From an optimization exercise on the open Yosys and OpenROAD flow, aimed at small area, a short achievable clock period and few clock cycles; shortcuts taken in it are not production practice.
Power and IR drop assume default switching activity.

==> run a: inputs <==
==> flow/design.v <==
package csrp_pkg;
	localparam int CLK_W  = 2;
	localparam int FREQ_W = 28;
	localparam int XTAL_W = 26;
	localparam logic [FREQ_W-1:0] FREQ_MIN   = FREQ_W'(320000);
	localparam logic [FREQ_W-1:0] FREQ_MAX   = FREQ_W'(225000000);
	localparam logic [XTAL_W-1:0] XTAL_MIN   = XTAL_W'(10000000);
	localparam logic [XTAL_W-1:0] XTAL_MAX   = XTAL_W'(40000000);
	localparam logic [XTAL_W-1:0] XTAL_RESET = XTAL_W'(25000000);
	localparam logic [28:0] HALF_VCO_M1 = 29'd324999999;
endpackage
module csrp_add #(
	parameter int W = 8
) (
	input  logic [W-1:0] a,
	input  logic [W-1:0] b,
	input  logic         ci,
	output logic [W-1:0] s,
	output logic         co
);
	localparam int L = $clog2(W + 1);
	logic [W-1:0] p;
	logic [W:0]   gg [0:L];
	logic [W:0]   pp [0:L];
	assign p = a ^ b;
	assign gg[0] = {a & b, ci};
	assign pp[0] = {p, 1'b0};
	for (genvar l = 0; l < L; l++) begin : g_lvl
		for (genvar i = 0; i <= W; i++) begin : g_bit
			if (((i >> l) & 1) == 1) begin : g_op
				localparam int J = ((i >> l) << l) - 1;
				assign gg[l+1][i] = gg[l][i] | (pp[l][i] & gg[l][J]);
				assign pp[l+1][i] = pp[l][i] & pp[l][J];
			end else begin : g_pass
				assign gg[l+1][i] = gg[l][i];
				assign pp[l+1][i] = pp[l][i];
			end
		end
	end
	assign s  = p ^ gg[L][W-1:0];
	assign co = gg[L][W];
endmodule
import csrp_pkg::*;
module csrp_divpipe (
	input  logic        clk,
	input  logic        arst_n,
	input  logic        in_valid,
	output logic        in_ready,
	input  logic [1:0]  in_clk,
	input  logic [27:0] in_f,
	input  logic [25:0] xtn,
	output logic        out_valid,
	input  logic        out_ready,
	output logic [25:0] out_r,
	output logic [12:0] out_s,
	output logic [9:0]  out_m,
	output logic [1:0]  out_c
);
	logic        a_busy;
	logic [3:0]  a_cnt;
	logic [3:0]  a_cnt_n;
	logic [28:0] a_f;
	logic [27:0] a_e;
	logic [9:0]  a_q;
	logic [1:0]  a_c;
	logic        a_done;
	logic        a_hand;
	logic [27:0] a_fcl;
	logic        a_nb;
	logic        a_nb_q;
	logic        a_init_q;
	logic [29:0] a_a;
	logic [29:0] a_b;
	logic [29:0] a_s;
	logic        a_ge;
	logic        b1_busy;
	logic [3:0]  b1_cnt;
	logic [25:0] b1_r;
	logic [12:0] b1_s;
	logic [9:0]  b1_m;
	logic [1:0]  b1_c;
	logic        b1_done;
	logic        b1_hand;
	logic [26:0] b1_t;
	logic [27:0] b1_d;
	assign in_ready = !a_busy;
	assign a_done   = a_busy && (a_cnt == 4'd12);
	assign a_hand   = a_done && !b1_busy;
	always_comb begin
		a_fcl = a_f[27:0];
		if (a_f[27:0] < FREQ_MIN) a_fcl = FREQ_MIN;
		if (a_f[27:0] > FREQ_MAX) a_fcl = FREQ_MAX;
	end
	always_comb begin
		if (!a_busy || a_hand) a_cnt_n = 4'd0;
		else if (!a_done)      a_cnt_n = a_cnt + 4'd1;
		else                   a_cnt_n = a_cnt;
	end
	always_comb begin
		case (a_cnt_n)
			4'd2:    a_nb = !HALF_VCO_M1[9];
			4'd3:    a_nb = !HALF_VCO_M1[8];
			4'd4:    a_nb = !HALF_VCO_M1[7];
			4'd5:    a_nb = !HALF_VCO_M1[6];
			4'd6:    a_nb = !HALF_VCO_M1[5];
			4'd7:    a_nb = !HALF_VCO_M1[4];
			4'd8:    a_nb = !HALF_VCO_M1[3];
			4'd9:    a_nb = !HALF_VCO_M1[2];
			4'd10:   a_nb = !HALF_VCO_M1[1];
			4'd11:   a_nb = !HALF_VCO_M1[0];
			default: a_nb = HALF_VCO_M1[10];
		endcase
	end
	always_ff @(posedge clk) begin
		a_nb_q   <= a_nb;
		a_init_q <= (a_cnt_n == 4'd1);
	end
	assign a_a = {1'b0, a_e, a_nb_q};
	assign a_b = ~{1'b0, a_f};
	csrp_add #(.W(30)) u_a_add (.a(a_a), .b(a_b), .ci(1'b1), .s(a_s), .co(a_ge));
	always_ff @(posedge clk or negedge arst_n) begin
		if (!arst_n) begin
			a_busy <= 1'b0;
			a_cnt  <= '0;
		end else begin
			if (!a_busy) a_busy <= in_valid;
			else if (a_hand) a_busy <= 1'b0;
			a_cnt <= a_cnt_n;
		end
	end
	always_ff @(posedge clk) begin
		if (!a_busy) begin
			a_f <= {1'b0, in_f};
			a_c <= (in_clk == 2'd3) ? 2'd2 : in_clk;
		end else if (a_cnt == 4'd0) begin
			a_f <= {1'b0, a_fcl};
		end else if (a_cnt == 4'd11) begin
			a_f <= ~29'(2 * 325000000 - 1);
		end
		if (a_cnt == 4'd0) begin
			a_e <= HALF_VCO_M1[28:11];
		end else if (a_init_q) begin
			a_e <= ~a_s[27:0];
		end else if (!a_done) begin
			a_e <= a_ge ? a_s[27:0] : a_a[27:0];
			a_q <= {a_q[8:0], !a_ge};
		end
	end
	assign b1_done = b1_busy && (b1_cnt == 4'd13);
	assign b1_hand = b1_done && out_ready;
	assign b1_t    = {b1_r, b1_s[12]};
	logic        b1_ge;
	logic [26:0] b1_dd;
	csrp_add #(.W(27)) u_b1_sub (.a(b1_t), .b({1'b1, xtn}), .ci(1'b1), .s(b1_dd), .co(b1_ge));
	assign b1_d    = {!b1_ge, b1_dd};
	always_ff @(posedge clk or negedge arst_n) begin
		if (!arst_n) begin
			b1_busy <= 1'b0;
			b1_cnt  <= '0;
		end else begin
			if (a_hand) begin
				b1_busy <= 1'b1;
				b1_cnt  <= '0;
			end else if (b1_hand) begin
				b1_busy <= 1'b0;
			end else if (b1_busy && !b1_done) begin
				b1_cnt <= b1_cnt + 4'd1;
			end
		end
	end
	always_ff @(posedge clk) begin
		if (a_hand) begin
			b1_r <= {3'b0, a_s[29:7]};
			b1_s <= {a_s[6:1], 7'b0};
			b1_m <= a_q - 10'd1;
			b1_c <= a_c;
		end else if (b1_busy && !b1_done) begin
			b1_r <= b1_d[27] ? b1_t[25:0] : b1_d[25:0];
			b1_s <= {b1_s[11:0], !b1_d[27]};
		end
	end
	assign out_valid = b1_done;
	assign out_r     = b1_r;
	assign out_s     = b1_s;
	assign out_m     = b1_m;
	assign out_c     = b1_c;
endmodule
import csrp_pkg::*;
module csrp_serializer (
	input  logic        clk,
	input  logic        arst_n,
	input  logic [25:0] xtn,
	input  logic        in_valid,
	output logic        in_ready,
	input  logic [25:0] in_r,
	input  logic [12:0] in_s,
	input  logic [9:0]  in_m,
	input  logic [1:0]  in_c,
	output logic        wr_valid,
	input  logic        wr_ready,
	output logic [7:0]  wr_reg_address,
	output logic [7:0]  wr_reg_value,
	output logic        wr_final_write
);
	logic        qfull_q;
	logic        pend_q;
	logic [3:0]  b2_cnt;
	logic [25:0] b2_r;
	logic [9:0]  b2_m;
	logic [1:0]  b2_c;
	logic [12:0] qh_q;
	logic [12:0] ql_q;
	logic        nz_q;
	logic [26:0] b2_t;
	logic [27:0] b2_d;
	logic        hand;
	logic        busy_q;
	logic [4:0]  cnt_q;
	logic [9:0]  m_q;
	logic [1:0]  c_q;
	logic        out_v_q;
	logic [6:0]  out_addr_q;
	logic [7:0]  out_val_q;
	logic        out_final_q;
	logic        take;
	logic        last;
	logic        rdy;
	logic        emit;
	logic        start;
	logic [13:0] p1;
	logic [6:0]  nxt_addr;
	logic [7:0]  nxt_val;
	assign in_ready = !qfull_q;
	assign hand     = in_valid && !qfull_q;
	assign b2_t     = {b2_r, 1'b0};
	logic        b2_ge;
	logic [26:0] b2_dd;
	csrp_add #(.W(27)) u_b2_sub (.a(b2_t), .b({1'b1, xtn}), .ci(1'b1), .s(b2_dd), .co(b2_ge));
	assign b2_d     = {!b2_ge, b2_dd};
	always_ff @(posedge clk or negedge arst_n) begin
		if (!arst_n) begin
			qfull_q <= 1'b0;
			pend_q  <= 1'b0;
			b2_cnt  <= '0;
		end else begin
			if (hand) begin
				qfull_q <= 1'b1;
				b2_cnt  <= '0;
			end else begin
				if (emit && cnt_q == 5'd7) qfull_q <= 1'b0;
				if (b2_cnt != 4'd13) b2_cnt <= b2_cnt + 4'd1;
			end
			if (hand) pend_q <= 1'b1;
			else if (start) pend_q <= 1'b0;
		end
	end
	always_ff @(posedge clk) begin
		if (hand) begin
			b2_r <= in_r;
			b2_m <= in_m;
			b2_c <= in_c;
			qh_q <= in_s;
			nz_q <= (in_s[5:0] != 6'd0) || ({in_r, 13'b0} >= {13'b0, ~xtn});
		end else begin
			b2_r <= b2_d[27] ? b2_t[25:0] : b2_d[25:0];
			if (b2_cnt != 4'd13) ql_q[4'd12 - b2_cnt] <= !b2_d[27];
		end
	end
	assign take  = !out_v_q || wr_ready;
	assign last  = cnt_q[4];
	always_comb begin
		case (cnt_q)
			5'd4:    rdy = (b2_cnt >= 4'd1);
			5'd5:    rdy = (b2_cnt >= 4'd4);
			5'd6:    rdy = (b2_cnt >= 4'd12);
			5'd7:    rdy = (b2_cnt == 4'd13);
			default: rdy = 1'b1;
		endcase
	end
	assign emit  = busy_q && take && rdy;
	assign start = pend_q && (!busy_q || (emit && last));
	assign p1 = {qh_q, ql_q[12]} - 14'd512;
	always_comb begin
		nxt_addr = '0;
		nxt_val  = '0;
		if (last) begin
			nxt_addr = 7'd16 + {5'b0, c_q};
			nxt_val  = (c_q == 2'd1) ? 8'h6F : 8'h4F;
		end else if (!cnt_q[3]) begin
			nxt_addr = ((c_q == 2'd1) ? 7'd34 : 7'd26) + {4'b0, cnt_q[2:0]};
			case (cnt_q[2:0])
				3'd0: nxt_val = 8'h00;
				3'd1: nxt_val = {7'b0, !nz_q};
				3'd2: nxt_val = 8'h00;
				3'd3: nxt_val = {2'b0, p1[13:8]};
				3'd4: nxt_val = p1[7:0];
				3'd5: nxt_val = {nz_q, 4'b0, ql_q[11:9]};
				3'd6: nxt_val = ql_q[8:1];
				default: nxt_val = {ql_q[0], 7'b0};
			endcase
		end else begin
			nxt_addr = 7'd42 + {2'b0, c_q, 3'b0} + {4'b0, cnt_q[2:0]};
			case (cnt_q[2:0])
				3'd1: nxt_val = 8'h01;
				3'd2: nxt_val = {4'b0, (m_q == 10'd0) ? 2'b11 : 2'b00, m_q[9:8]};
				3'd3: nxt_val = m_q[7:0];
				default: nxt_val = 8'h00;
			endcase
		end
	end
	always_ff @(posedge clk or negedge arst_n) begin
		if (!arst_n) begin
			busy_q  <= 1'b0;
			cnt_q   <= '0;
			out_v_q <= 1'b0;
		end else begin
			if (take) out_v_q <= busy_q && rdy;
			if (start) begin
				busy_q <= 1'b1;
				cnt_q  <= '0;
			end else if (emit) begin
				cnt_q <= cnt_q + 5'd1;
				if (last) busy_q <= 1'b0;
			end
		end
	end
	always_ff @(posedge clk) begin
		if (emit) begin
			out_addr_q  <= nxt_addr;
			out_val_q   <= nxt_val;
			out_final_q <= last;
		end
		if (start) begin
			m_q <= b2_m;
			c_q <= b2_c;
		end
	end
	assign wr_valid       = out_v_q;
	assign wr_reg_address = {1'b0, out_addr_q};
	assign wr_reg_value   = out_val_q;
	assign wr_final_write = out_final_q;
endmodule
import csrp_pkg::*;
module clock_synth_register_planner_top (
	input  logic                        clk,
	input  logic                        arst_n,
	input  logic                        req_valid,
	output logic                        req_ready,
	input  logic [csrp_pkg::CLK_W-1:0]  req_clock_index,
	input  logic [csrp_pkg::FREQ_W-1:0] req_out_frequency,
	output logic                        wr_valid,
	input  logic                        wr_ready,
	output logic [7:0]                  wr_reg_address,
	output logic [7:0]                  wr_reg_value,
	output logic                        wr_final_write,
	input  logic                        xtal_we,
	input  logic [csrp_pkg::XTAL_W-1:0] xtal_data
);
	logic [XTAL_W-1:0] xtal_q;
	logic [XTAL_W-1:0] xtal_cl;
	logic [XTAL_W-1:0] xtal_n;
	logic              plan_valid;
	logic              plan_ready;
	logic [25:0]       plan_r;
	logic [12:0]       plan_s;
	logic [9:0]        plan_m;
	logic [1:0]        plan_c;
	always_comb begin
		xtal_cl = xtal_q;
		if (xtal_q < XTAL_MIN) xtal_cl = XTAL_MIN;
		if (xtal_q > XTAL_MAX) xtal_cl = XTAL_MAX;
	end
	always_ff @(posedge clk or negedge arst_n) begin
		if (!arst_n) begin
			xtal_q <= XTAL_RESET;
		end else if (xtal_we) begin
			xtal_q <= xtal_data;
		end else begin
			xtal_q <= xtal_cl;
		end
	end
	always_ff @(posedge clk) begin
		xtal_n <= ~xtal_q;
	end
	csrp_divpipe u_divpipe (
		.clk       (clk),
		.arst_n    (arst_n),
		.in_valid  (req_valid),
		.in_ready  (req_ready),
		.in_clk    (req_clock_index),
		.in_f      (req_out_frequency),
		.xtn       (xtal_n),
		.out_valid (plan_valid),
		.out_ready (plan_ready),
		.out_r     (plan_r),
		.out_s     (plan_s),
		.out_m     (plan_m),
		.out_c     (plan_c)
	);
	csrp_serializer u_serializer (
		.clk            (clk),
		.arst_n         (arst_n),
		.in_valid       (plan_valid),
		.in_ready       (plan_ready),
		.xtn            (xtal_n),
		.in_r           (plan_r),
		.in_s           (plan_s),
		.in_m           (plan_m),
		.in_c           (plan_c),
		.wr_valid       (wr_valid),
		.wr_ready       (wr_ready),
		.wr_reg_address (wr_reg_address),
		.wr_reg_value   (wr_reg_value),
		.wr_final_write (wr_final_write)
	);
endmodule
==> flow/run.sh <==
#!/bin/bash
# synth_recipe.tcl (not shown) runs the flow's synth.tcl, then flattens the netlist and writes it again
# the make line also repeats each setting of config.mk as NAME=value (left out here)
make -C /OpenROAD-flow-scripts/flow DESIGN_CONFIG=/design/flow/config.mk WORK_HOME=/design/flow/orfs CLKGATE_MAP_FILE= SYNTH_SCRIPT=/design/flow/synth_recipe.tcl finish
==> flow/config.mk <==
export PLATFORM = sky130hd
export DESIGN_NAME = clock_synth_register_planner_top
export DESIGN_NICKNAME = clock_synth_register_planner_top
export VERILOG_FILES = /design/flow/design.v
export SDC_FILE = /design/flow/constraint.sdc
export NUM_CORES = 4
export LEC_CHECK = 0
export CAP_MARGIN = 20
export CORE_MARGIN = 2
export CORE_UTILIZATION = 60
export PLACE_DENSITY = 0.72
export SETUP_SLACK_MARGIN = 4.0
export SLEW_MARGIN = 20
==> flow/constraint.sdc <==
create_clock -name core_clock -period 7.0 [get_ports {clk}]
set_input_delay 1.4000 -clock core_clock [delete_from_list [all_inputs] [get_ports {clk}]]
set_output_delay 1.4000 -clock core_clock [all_outputs]
set_load 0.01 [all_outputs]
==> inputs of run b, as changes to run a <==
--- a/flow/design.v
+++ b/flow/design.v
@@ -10,2 +10,4 @@
 	localparam logic [28:0] HALF_VCO_M1 = 29'd324999999;
+	localparam logic [28:0] VCO_OFS_N   = 29'h1941C980;
+	localparam logic [27:0] INIT_E      = 28'd268276764;
 endpackage
@@ -20,6 +22,10 @@
 );
-	localparam int L = $clog2(W + 1);
+	localparam int L = (W + 1 <= 2)  ? 1 :
+	                   (W + 1 <= 4)  ? 2 :
+	                   (W + 1 <= 8)  ? 3 :
+	                   (W + 1 <= 16) ? 4 :
+	                   (W + 1 <= 32) ? 5 : 6;
 	logic [W-1:0] p;
-	logic [W:0]   gg [0:L];
-	logic [W:0]   pp [0:L];
+	logic [L:0][W:0] gg;
+	logic [L:0][W:0] pp;
 	assign p = a ^ b;
@@ -70,6 +76,5 @@
 	logic        a_nb_q;
-	logic        a_init_q;
-	logic [29:0] a_a;
-	logic [29:0] a_b;
-	logic [29:0] a_s;
+	logic [28:0] a_a;
+	logic [28:0] a_b;
+	logic [28:0] a_s;
 	logic        a_ge;
@@ -114,8 +119,7 @@
 	always_ff @(posedge clk) begin
-		a_nb_q   <= a_nb;
-		a_init_q <= (a_cnt_n == 4'd1);
+		a_nb_q <= a_nb;
 	end
-	assign a_a = {1'b0, a_e, a_nb_q};
-	assign a_b = ~{1'b0, a_f};
-	csrp_add #(.W(30)) u_a_add (.a(a_a), .b(a_b), .ci(1'b1), .s(a_s), .co(a_ge));
+	assign a_a = {a_e, a_nb_q};
+	assign a_b = ~a_f;
+	csrp_add #(.W(29)) u_a_add (.a(a_a), .b(a_b), .ci(1'b1), .s(a_s), .co(a_ge));
 	always_ff @(posedge clk or negedge arst_n) begin
@@ -135,10 +139,10 @@
 		end else if (a_cnt == 4'd0) begin
-			a_f <= {1'b0, a_fcl};
+			a_f <= ~{1'b0, a_fcl};
+		end else if (a_cnt == 4'd1) begin
+			a_f <= ~a_f;
 		end else if (a_cnt == 4'd11) begin
-			a_f <= ~29'(2 * 325000000 - 1);
+			a_f <= VCO_OFS_N;
 		end
 		if (a_cnt == 4'd0) begin
-			a_e <= HALF_VCO_M1[28:11];
-		end else if (a_init_q) begin
-			a_e <= ~a_s[27:0];
+			a_e <= INIT_E;
 		end else if (!a_done) begin
@@ -172,3 +176,3 @@
 		if (a_hand) begin
-			b1_r <= {3'b0, a_s[29:7]};
+			b1_r <= {3'b0, !a_ge, a_s[28:7]};
 			b1_s <= {a_s[6:1], 7'b0};
@@ -212,2 +216,3 @@
 	logic [12:0] ql_q;
+	logic        b2_qb;
 	logic        nz_q;
@@ -250,3 +255,3 @@
 				if (emit && cnt_q == 5'd7) qfull_q <= 1'b0;
-				if (b2_cnt != 4'd13) b2_cnt <= b2_cnt + 4'd1;
+				if (b2_cnt != 4'd14) b2_cnt <= b2_cnt + 4'd1;
 			end
@@ -265,4 +270,5 @@
 			b2_r <= b2_d[27] ? b2_t[25:0] : b2_d[25:0];
-			if (b2_cnt != 4'd13) ql_q[4'd12 - b2_cnt] <= !b2_d[27];
+			if (b2_cnt != 4'd0 && b2_cnt != 4'd14) ql_q[4'd13 - b2_cnt] <= b2_qb;
 		end
+		b2_qb <= !b2_d[27];
 	end
@@ -272,6 +278,6 @@
 		case (cnt_q)
-			5'd4:    rdy = (b2_cnt >= 4'd1);
-			5'd5:    rdy = (b2_cnt >= 4'd4);
-			5'd6:    rdy = (b2_cnt >= 4'd12);
-			5'd7:    rdy = (b2_cnt == 4'd13);
+			5'd4:    rdy = (b2_cnt >= 4'd2);
+			5'd5:    rdy = (b2_cnt >= 4'd5);
+			5'd6:    rdy = (b2_cnt >= 4'd13);
+			5'd7:    rdy = (b2_cnt == 4'd14);
 			default: rdy = 1'b1;
==> notes <==
- In run b the cell area is larger than in run a, by about 2%.
- Of run a and run b, run b has the higher maximum frequency (gap 0.48%, measured against run b).
- Between run a and run b, the lower core utilization is in run a (gap 0.25 points).
- Against run b, the total power of run a is lower by 6.2%.
- In cell count, run b and run a hardly differ.
- In run b the clock power is larger than in run a, by about 10%.
- Of run a and run b, run b has the higher clock-buffer cell count (gap 5).
- Non-clock buffer count: run b is lower than run a (8).
==> figures <==
quantity	run a	run b
Count of clock-net buffers in the final layout	37	42
Pin count of the biggest net entering global routing	50	61
Required @ worst endpoint	7.29 ns	7.42 ns
Startpoint of the most critical register-to-register path	xtal_n[21]	u_divpipe.a_f[20]
Slowest Stage Delay on Critical Path	0.47 ns	0.50 ns
WP depth	10	12
Routability Congestion	0.930	0.934
Later-pin clock latency in the skew report	0.57 ns	0.56 ns
Status	no timing/DRC/antenna violations	no timing/DRC/antenna violations
Combinational cell fraction of total power	55.9%	56.5%
Sequential share of the synthesized area	46.7%	46.8%
Proportion of cell area spent on the clock network	5.11%	5.66%
Number of multi-input combinational cells in the layout	1176	1174
Resized Gates After CTS	47	51
Grt met1 use	39.7%	39.4%
Vias/cell	6.13	6.18
Final Critical Period	3.11 ns	3.10 ns
Rel. slew slack	11.8%	35.0%
Function was not checked in any run of this note: the RTL went through the layout flow alone.

## re-timing with driven ports
How much do the figures lean on ideal ports? The routed layouts below were timed once more, with nothing changed but the port constraints. Step 1 (the two cells are an assumption about what drives the block):
set clk [get_ports {clk}]
set_driving_cell -lib_cell sky130_fd_sc_hd__clkbuf_16 $clk
set_driving_cell -lib_cell sky130_fd_sc_hd__buf_2 [delete_from_list [all_inputs] $clk]
Step 2 moves the port delays by t, midway between the first and last clock arrival at a register: inputs arrive t later, outputs are due t later. That takes back most of the time a late clock gives input paths. a / b / c = no drivers / after step 1 / after step 2; a / b = the first two.
run | t, ns | setup slack, ns | worst setup path after step 2 | worst data-port slew with drivers (ns) | pins driven straight from the clock port
run a | 0.610 | 3.888 / 3.888 / 3.888 | register to register | 0.06 | 1
run b | 0.605 | 3.903 / 3.903 / 3.718 | input to register | 0.04 | 1
After both steps setup and hold are still met in every run listed. For run b, which loses most, drivers alone change the setup slack by 0.000 ns; drivers and shift together by -0.185 ns.
